What follows belongs to an exercise in optimizing a design on an open flow for small area and few clock cycles; a production flow would make more cautious choices.
Function was checked by simulation only, so behaviour that the tests miss may differ from the original.
Power figures rest on the tool's default switching activity, not on a simulated workload.

## the previous run
## fusion_sequencer_top
module fusion_sequencer_top
(
    input  logic        clock,
    input  logic        reset,
    input  logic        go_i,
    input  logic [15:0] input_word_i,
    input  logic [15:0] weight_word_i,
    output logic [11:0] input_addr_o,
    output logic [11:0] weight_addr_o,
    output logic [11:0] out_addr_o,
    output logic [15:0] out_data_o,
    output logic        out_write_o,
    output logic        finish_o
);
    logic [fusion_pkg::ADDR_W-1:0] read_addr;
    logic                          cfg_load;
    logic                          data;
    logic                          last;
    logic                          p8;
    logic                          p4;
    logic [fusion_pkg::WORD_W-1:0] acc;
    logic [fusion_pkg::WORD_W-1:0] sum;
    assign input_addr_o  = read_addr;
    assign weight_addr_o = read_addr;
    set_controller set_controller_inst (
        .clock        (clock),
        .reset        (reset),
        .go_i         (go_i),
        .input_word_i (input_word_i),
        .read_addr_o  (read_addr),
        .cfg_load_o   (cfg_load),
        .data_o       (data),
        .last_o       (last),
        .finish_o     (finish_o)
    );
    brick_config brick_config_inst (
        .clock        (clock),
        .cfg_load_i   (cfg_load),
        .input_word_i (input_word_i),
        .p8_o         (p8),
        .p4_o         (p4)
    );
    brick_array brick_array_inst (
        .a   (input_word_i),
        .b   (weight_word_i),
        .acc (acc),
        .p8  (p8),
        .p4  (p4),
        .sum (sum)
    );
  ...
==> flow/config.mk <==
export PLATFORM = sky130hd
export DESIGN_NAME = fusion_sequencer_top
export DESIGN_NICKNAME = fusion_sequencer_top
export VERILOG_FILES = /design/flow/design.v
export SDC_FILE = /design/flow/constraint.sdc
export NUM_CORES = 4
export LEC_CHECK = 0
export CAP_MARGIN = 20
export CORE_MARGIN = 2
export CORE_UTILIZATION = 70
export GPL_ROUTABILITY_DRIVEN = 0
export GPL_TIMING_DRIVEN = 0
export SLEW_MARGIN = 20
==> flow/constraint.sdc <==
create_clock -name core_clock -period 6.0 [get_ports {clock}]
set_input_delay 1.2000 -clock core_clock [delete_from_list [all_inputs] [get_ports {clock}]]
set_output_delay 1.2000 -clock core_clock [all_outputs]
set_load 0.01 [all_outputs]
standard.sh (not shown) runs the stock make flow with config.mk's settings and CLKGATE_MAP_FILE= SYNTH_SCRIPT=/design/flow/synth_recipe.tcl, a recipe that flattens the netlist after the stock synthesis.
==> flow/flow/run.sh <==
#!/bin/bash
# The standard layout, with these changes:
# - Yosys's generic synthesis skips its quick ABC pass (synth -noabc), so that
#   extract_fa still sees the adder tree as written and maps it to full
#   adders without inverters between them; the technology-mapping ABC pass
#   later in the script runs flow/abc.script, a mapping that may trade up to
#   30% of ABC's own delay estimate for area (it sees only the logic between
#   the adders, flip-flops and ports, which has slack).
# - Port buffers come from flow/ports.tcl, run before global placement
#   (global placement is not timing driven, so nothing removes them).
# - Clock tree synthesis uses clkbuf_8 clock buffers and no dummy loads.
set -euo pipefail
sed 's/yosys synth -nofsm -noshare /yosys synth -nofsm -noshare -noabc /' synth_recipe.tcl > flow_synth.tcl
grep -q -- '-noabc' flow_synth.tcl
# The technology-mapping ABC pass runs flow/abc.script in place of ORFS's
# delay-oriented script
cat > flow_abc.tcl <<EOF2
proc abc {args} {
  set i [lsearch \$args -script]
  lset args [expr {\$i + 1}] $PWD/flow/abc.script
  yosys abc {*}\$args
}
EOF2
cat flow_abc.tcl flow_synth.tcl > flow_synth2.tcl
mv flow_synth2.tcl flow_synth.tcl
sed "s#SYNTH_SCRIPT=[^ ]*#SYNTH_SCRIPT=$PWD/flow_synth.tcl#" standard.sh > flow_standard.sh
export DONT_BUFFER_PORTS=1
export PRE_GLOBAL_PLACE_TCL="$PWD/flow/ports.tcl"
export CTS_ARGS="-sink_clustering_enable -repair_clock_nets -buf_list {sky130_fd_sc_hd__clkbuf_8} -dont_use_dummy_load"
bash flow_standard.sh > flow_standard.log 2>&1
==> flow/flow/abc.script <==
&get -n
&st
&dch
&nf -R 30
&put
topo
stime -c
==> flow/flow/ports.tcl <==
# Synthesis buffers go, as the standard flow removes them before placement.
remove_buffers

# Port buffers, one per port as the standard flow places them, started at
# the smallest buffer; later repair resizes the ones that need more drive.
buffer_ports -inputs -buffer_cell sky130_fd_sc_hd__buf_1
buffer_ports -outputs -buffer_cell sky130_fd_sc_hd__buf_1
The previous run went all the way through synthesis, placement and routing and the layout is clean on timing, DRC and antenna.
Testbench counts of the previous run, summed over its fixed seeds: cycles 26,114.
[inputs] the current run vs the previous run
--- a/flow/flow/run.sh
+++ b/flow/flow/run.sh
@@ -4,7 +4,5 @@
 #   extract_fa still sees the adder tree as written and maps it to full
 #   adders without inverters between them; the technology-mapping ABC pass
-#   later in the script runs flow/abc.script, a mapping that may trade up to
-#   30% of ABC's own delay estimate for area (it sees only the logic between
-#   the adders, flip-flops and ports, which has slack).
+#   later in the script runs flow/abc.script, an area-oriented mapping.
 # - Port buffers come from flow/ports.tcl, run before global placement
 #   (global placement is not timing driven, so nothing removes them).
@@ -13,6 +11,6 @@
 sed 's/yosys synth -nofsm -noshare /yosys synth -nofsm -noshare -noabc /' synth_recipe.tcl > flow_synth.tcl
 grep -q -- '-noabc' flow_synth.tcl
-# The technology-mapping ABC pass runs flow/abc.script in place of ORFS's
-# delay-oriented script
+# The technology-mapping ABC pass runs flow/abc.script, an area-oriented
+# mapping, in place of ORFS's delay-oriented script
 cat > flow_abc.tcl <<EOF2
 proc abc {args} {
@@ -25,4 +23,7 @@
 mv flow_synth2.tcl flow_synth.tcl
 sed "s#SYNTH_SCRIPT=[^ ]*#SYNTH_SCRIPT=$PWD/flow_synth.tcl#" standard.sh > flow_standard.sh
+# Adders use Yosys's own Brent-Kung carry network, not ORFS's Kogge-Stone
+# extra map (any non-empty SYNTH_OPERATIONS_ARGS replaces it)
+export SYNTH_OPERATIONS_ARGS=-nofsm
 export DONT_BUFFER_PORTS=1
 export PRE_GLOBAL_PLACE_TCL="$PWD/flow/ports.tcl"
==> flow/flow/ports.tcl <==
# Synthesis buffers go, as the standard flow removes them before placement.
remove_buffers

# Port buffers, one per port as the standard flow places them: a buffer
# sized for the fanout on each input, the smallest buffer on each output
# (its load is the 0.01 pF port load).
buffer_ports -inputs -buffer_cell sky130_fd_sc_hd__buf_1
buffer_ports -outputs -buffer_cell sky130_fd_sc_hd__buf_1
## What came out
Every stage of the flow completed for the current run, and the final layout passed the timing, design-rule and antenna checks. The previous run → the current run: count of sequential standard cells ~0 delta, placed cell count -54, maximum frequency -0.0024 GHz, count of H-tree levels built during CTS ~0 delta, utilization +2.6 points. [compare] base=the previous run new=the current run: pin count of the biggest net entering global routing went up by 8.3%, x dimension of the die shows a reduction of about 0.6%.

## raven
Another version of the RTL of fusion_sequencer_top (not shown whole).
Size in the first run: about 710 cells after synthesis, ~63 flip-flops, roughly 89 I/O pins.
==> flow/config.mk <==
export PLATFORM = sky130hd
export DESIGN_NAME = fusion_sequencer_top
export DESIGN_NICKNAME = fusion_sequencer_top
export VERILOG_FILES = /design/flow/design.v
export SDC_FILE = /design/flow/constraint.sdc
export NUM_CORES = 4
export LEC_CHECK = 0
export CAP_MARGIN = 20
export CORE_MARGIN = 2
export CORE_UTILIZATION = 70
export GPL_ROUTABILITY_DRIVEN = 0
export GPL_TIMING_DRIVEN = 0
export SLEW_MARGIN = 20
==> flow/constraint.sdc <==
create_clock -name core_clock -period 6.0 [get_ports {clock}]
set_input_delay 1.2000 -clock core_clock [delete_from_list [all_inputs] [get_ports {clock}]]
set_output_delay 1.2000 -clock core_clock [all_outputs]
set_load 0.01 [all_outputs]
==> flow/flow/run.sh <==
#!/bin/bash
# The standard layout, with these changes:
# - Yosys's generic synthesis skips its quick ABC pass (synth -noabc), so that
#   extract_fa still sees the adder tree as written and maps it to full
#   adders without inverters between them; the technology-mapping ABC pass
#   later in the script runs flow/abc.script, an area-oriented mapping.
# - Port buffers come from flow/ports.tcl, run before global placement
#   (global placement is not timing driven, so nothing removes them).
# - Clock tree synthesis uses clkbuf_4 clock buffers and no dummy loads.
set -euo pipefail
sed 's/yosys synth -nofsm -noshare /yosys synth -nofsm -noshare -noabc /' synth_recipe.tcl > flow_synth.tcl
grep -q -- '-noabc' flow_synth.tcl
# The technology-mapping ABC pass runs flow/abc.script, an area-oriented
# mapping, in place of ORFS's delay-oriented script
cat > flow_abc.tcl <<EOF2
proc abc {args} {
  set i [lsearch \$args -script]
  lset args [expr {\$i + 1}] $PWD/flow/abc.script
  yosys abc {*}\$args
}
EOF2
cat flow_abc.tcl flow_synth.tcl > flow_synth2.tcl
mv flow_synth2.tcl flow_synth.tcl
sed "s#SYNTH_SCRIPT=[^ ]*#SYNTH_SCRIPT=$PWD/flow_synth.tcl#" standard.sh > flow_standard.sh
export DONT_BUFFER_PORTS=1
export PRE_GLOBAL_PLACE_TCL="$PWD/flow/ports.tcl"
export CTS_ARGS="-sink_clustering_enable -repair_clock_nets -buf_list {sky130_fd_sc_hd__clkbuf_4} -dont_use_dummy_load"
bash flow_standard.sh > flow_standard.log 2>&1
==> flow/flow/abc.script <==
&get -n
&st
&dch
&nf -a
&put
topo
stime -c
==> flow/flow/ports.tcl <==
# Synthesis buffers go, as the standard flow removes them before placement.
remove_buffers

# Port buffers, one per port as the standard flow places them: a buffer
# sized for the fanout on each input, the smallest buffer on each output
# (its load is the 0.01 pF port load).
buffer_ports -inputs -buffer_cell sky130_fd_sc_hd__buf_4
buffer_ports -outputs -buffer_cell sky130_fd_sc_hd__buf_1
Testbench counts of raven, summed over its fixed seeds: cycles 26,114.
[inputs] indigo vs raven
diff --git a/flow/flow/run.sh b/flow/flow/run.sh
--- a/flow/flow/run.sh
+++ b/flow/flow/run.sh
@@ -7,5 +7,5 @@
 # - Port buffers come from flow/ports.tcl, run before global placement
 #   (global placement is not timing driven, so nothing removes them).
-# - Clock tree synthesis uses clkbuf_4 clock buffers and no dummy loads.
+# - Clock tree synthesis uses clkbuf_8 clock buffers and no dummy loads.
 set -euo pipefail
 sed 's/yosys synth -nofsm -noshare /yosys synth -nofsm -noshare -noabc /' synth_recipe.tcl > flow_synth.tcl
@@ -25,4 +25,4 @@
 export DONT_BUFFER_PORTS=1
 export PRE_GLOBAL_PLACE_TCL="$PWD/flow/ports.tcl"
-export CTS_ARGS="-sink_clustering_enable -repair_clock_nets -buf_list {sky130_fd_sc_hd__clkbuf_4} -dont_use_dummy_load"
+export CTS_ARGS="-sink_clustering_enable -repair_clock_nets -buf_list {sky130_fd_sc_hd__clkbuf_8} -dont_use_dummy_load"
 bash flow_standard.sh > flow_standard.log 2>&1
==> flow/flow/abc.script <==
&get -n
&st
&dch
&nf -R 30
&put
topo
stime -c
diff --git a/flow/flow/ports.tcl b/flow/flow/ports.tcl
--- a/flow/flow/ports.tcl
+++ b/flow/flow/ports.tcl
@@ -5,4 +5,4 @@
 # sized for the fanout on each input, the smallest buffer on each output
 # (its load is the 0.01 pF port load).
-buffer_ports -inputs -buffer_cell sky130_fd_sc_hd__buf_4
+buffer_ports -inputs -buffer_cell sky130_fd_sc_hd__buf_2
 buffer_ports -outputs -buffer_cell sky130_fd_sc_hd__buf_1
## What came out
- indigo falls short of raven in hold slack.
- raven → indigo: final area held steady; area fraction in compound gates after synthesis fell by 0.83 points.
- Taking raven as the reference point, the average footprint of a synthesized cell of indigo falls by 0.043 µm².
- indigo — final critical-path share of the clock period 1.3 points higher, raven as reference
- Number of ordinary inverters in the final layout (indigo over raven): increase, 1
- Utilization after layout was lower in the run labelled raven.
For fjord, these inputs were changed with respect to indigo:
diff --git a/flow/flow/run.sh b/flow/flow/run.sh
--- a/flow/flow/run.sh
+++ b/flow/flow/run.sh
@@ -7,5 +7,5 @@
 # - Port buffers come from flow/ports.tcl, run before global placement
 #   (global placement is not timing driven, so nothing removes them).
-# - Clock tree synthesis uses clkbuf_8 clock buffers and no dummy loads.
+# - Clock tree synthesis uses clkbuf_4 clock buffers and no dummy loads.
 set -euo pipefail
 sed 's/yosys synth -nofsm -noshare /yosys synth -nofsm -noshare -noabc /' synth_recipe.tcl > flow_synth.tcl
@@ -25,4 +25,4 @@
 export DONT_BUFFER_PORTS=1
 export PRE_GLOBAL_PLACE_TCL="$PWD/flow/ports.tcl"
-export CTS_ARGS="-sink_clustering_enable -repair_clock_nets -buf_list {sky130_fd_sc_hd__clkbuf_8} -dont_use_dummy_load"
+export CTS_ARGS="-sink_clustering_enable -repair_clock_nets -buf_list {sky130_fd_sc_hd__clkbuf_4} -dont_use_dummy_load"
 bash flow_standard.sh > flow_standard.log 2>&1
==> flow/flow/abc.script <==
strash
dch
amap
topo
stime -c
diff --git a/flow/flow/ports.tcl b/flow/flow/ports.tcl
--- a/flow/flow/ports.tcl
+++ b/flow/flow/ports.tcl
@@ -5,4 +5,4 @@
 # sized for the fanout on each input, the smallest buffer on each output
 # (its load is the 0.01 pF port load).
-buffer_ports -inputs -buffer_cell sky130_fd_sc_hd__buf_2
+buffer_ports -inputs -buffer_cell sky130_fd_sc_hd__buf_4
 buffer_ports -outputs -buffer_cell sky130_fd_sc_hd__buf_1
Results
Changes observed in fjord relative to indigo: synthesized cell count saw an increase, signed area change from the synthesized netlist to the final layout now sits at about the same level. Summary — slack of the critical path, fjord relative to indigo: lower, by 0.082 ns. Where global-route wire length before repair is concerned, indigo is better than fjord.
Input changes introduced in sierra (baseline for comparison: fjord):
- CORE_UTILIZATION: 70 -> 65
diff --git a/flow/flow/run.sh b/flow/flow/run.sh
--- a/flow/flow/run.sh
+++ b/flow/flow/run.sh
@@ -7,5 +7,5 @@
 # - Port buffers come from flow/ports.tcl, run before global placement
 #   (global placement is not timing driven, so nothing removes them).
-# - Clock tree synthesis uses clkbuf_4 clock buffers and no dummy loads.
+# - Clock tree synthesis uses clkbuf_8 clock buffers and no dummy loads.
 set -euo pipefail
 sed 's/yosys synth -nofsm -noshare /yosys synth -nofsm -noshare -noabc /' synth_recipe.tcl > flow_synth.tcl
@@ -25,4 +25,4 @@
 export DONT_BUFFER_PORTS=1
 export PRE_GLOBAL_PLACE_TCL="$PWD/flow/ports.tcl"
-export CTS_ARGS="-sink_clustering_enable -repair_clock_nets -buf_list {sky130_fd_sc_hd__clkbuf_4} -dont_use_dummy_load"
+export CTS_ARGS="-sink_clustering_enable -repair_clock_nets -buf_list {sky130_fd_sc_hd__clkbuf_8} -dont_use_dummy_load"
 bash flow_standard.sh > flow_standard.log 2>&1
==> flow/flow/abc.script <==
&get -n
&st
&dch
&nf -R 30
&put
topo
stime -c
diff --git a/flow/flow/ports.tcl b/flow/flow/ports.tcl
--- a/flow/flow/ports.tcl
+++ b/flow/flow/ports.tcl
@@ -5,4 +5,4 @@
 # sized for the fanout on each input, the smallest buffer on each output
 # (its load is the 0.01 pF port load).
-buffer_ports -inputs -buffer_cell sky130_fd_sc_hd__buf_4
+buffer_ports -inputs -buffer_cell sky130_fd_sc_hd__buf_1
 buffer_ports -outputs -buffer_cell sky130_fd_sc_hd__buf_1
### Flow results
- Taking fjord as the reference, in sierra area of all placed cells without fillers stayed essentially flat, worst slack on hold paths rose by 0.024 ns, maximum number of pins on one net before global-route repair rose by 8.6%, total length of routed met3 wires fell by about 6.6%, overall power consumption rose by 4.6%.
- sierra ended up with a lower post-route clock period utilization than fjord did.
- Compared to fjord, the router laid down less metal wire for sierra.
- sierra ends up with lower placement-stage worst setup slack than fjord does.
Edits applied to the flow inputs when going from sierra to violet:
- swapping 65 for 70 in CORE_UTILIZATION
==> flow/flow/run.sh <==
#!/bin/bash
# The standard layout, with these changes:
# - Yosys's generic synthesis skips its quick ABC pass (synth -noabc), so that
#   extract_fa still sees the adder tree as written and maps it to full
#   adders without inverters between them; the technology-mapping ABC pass
#   later in the script runs as usual.
# - Port buffers come from flow/ports.tcl, run before global placement
#   (global placement is not timing driven, so nothing removes them).
# - Clock tree synthesis uses clkbuf_4 clock buffers and no dummy loads.
set -euo pipefail
sed 's/yosys synth -nofsm -noshare /yosys synth -nofsm -noshare -noabc /' synth_recipe.tcl > flow_synth.tcl
grep -q -- '-noabc' flow_synth.tcl
sed "s#SYNTH_SCRIPT=[^ ]*#SYNTH_SCRIPT=$PWD/flow_synth.tcl#" standard.sh > flow_standard.sh
export DONT_BUFFER_PORTS=1
export PRE_GLOBAL_PLACE_TCL="$PWD/flow/ports.tcl"
export CTS_ARGS="-sink_clustering_enable -repair_clock_nets -buf_list {sky130_fd_sc_hd__clkbuf_4} -dont_use_dummy_load"
bash flow_standard.sh > flow_standard.log 2>&1
diff --git a/flow/flow/ports.tcl b/flow/flow/ports.tcl
--- a/flow/flow/ports.tcl
+++ b/flow/flow/ports.tcl
@@ -5,4 +5,4 @@
 # sized for the fanout on each input, the smallest buffer on each output
 # (its load is the 0.01 pF port load).
-buffer_ports -inputs -buffer_cell sky130_fd_sc_hd__buf_1
+buffer_ports -inputs -buffer_cell sky130_fd_sc_hd__buf_4
 buffer_ports -outputs -buffer_cell sky130_fd_sc_hd__buf_1
removed: flow/flow/abc.script
==> comparison <==
- Of the two values seen for first element of the critical path, weight_word_i[6] was produced by sierra and input_word_i[7] by violet.
- Critical path arrival is lower on sierra
- Compared with sierra, violet shows a synthesized cell count that is 75 higher.
- Summary of violet over sierra: fmax +0.72%; worst path required time increased 0.11 ns; number of nets produced by synthesis increased by 75 relative to the old numbers; leakage power figure went up; clock slew seen by the registers of the worst setup and hold paths rose 0.02 ns.
- In the flow results for violet and sierra, the final period utilization is larger on sierra.
- sierra -> violet: power per cell area decreased by a little under 10%
- Compared with sierra, violet shows a lower shortest period the worst path allows.

==> separate check: timing with driven ports <==
No port has a modelled driver above. Below, the same layouts with a new extraction and two added sets of constraints.
Step 1 assumes that a clkbuf_16 drives the clock port and a buf_2 every other input.
Step 2 also shifts input and output timing later by t, the mid clock arrival at the registers, as if the neighbouring blocks saw the same clock.
Slacks: ideal / step 1 / step 2; pairs: ideal / step 1.
run	shift t [ns]	slack for setup (ns)	worst register clock-pin slew, ns	worst data-port slew with drivers (ns)	pins driven straight from the clock port
the previous run	0.390	0.161 / 0.172 / -0.218	0.09 / 0.09	0.03	1
the current run	0.398	0.077 / 0.090 / -0.308	0.07 / 0.07	0.04	1
raven	0.450	0.227 / 0.235 / -0.215	0.12 / 0.12	0.04	1
indigo	0.389	0.148 / 0.159 / -0.230	0.09 / 0.09	0.04	1
fjord	0.453	0.067 / 0.069 / -0.384	0.12 / 0.12	0.05	1
sierra	0.399	0.147 / 0.163 / -0.237	0.08 / 0.08	0.04	1
violet	0.455	0.189 / 0.195 / -0.260	0.11 / 0.11	0.05	1
Met with ideal ports but missed after step 2: setup timing in every run listed. For fjord, which loses most, drivers alone change the setup slack by +0.002 ns; drivers and shift together by -0.451 ns.
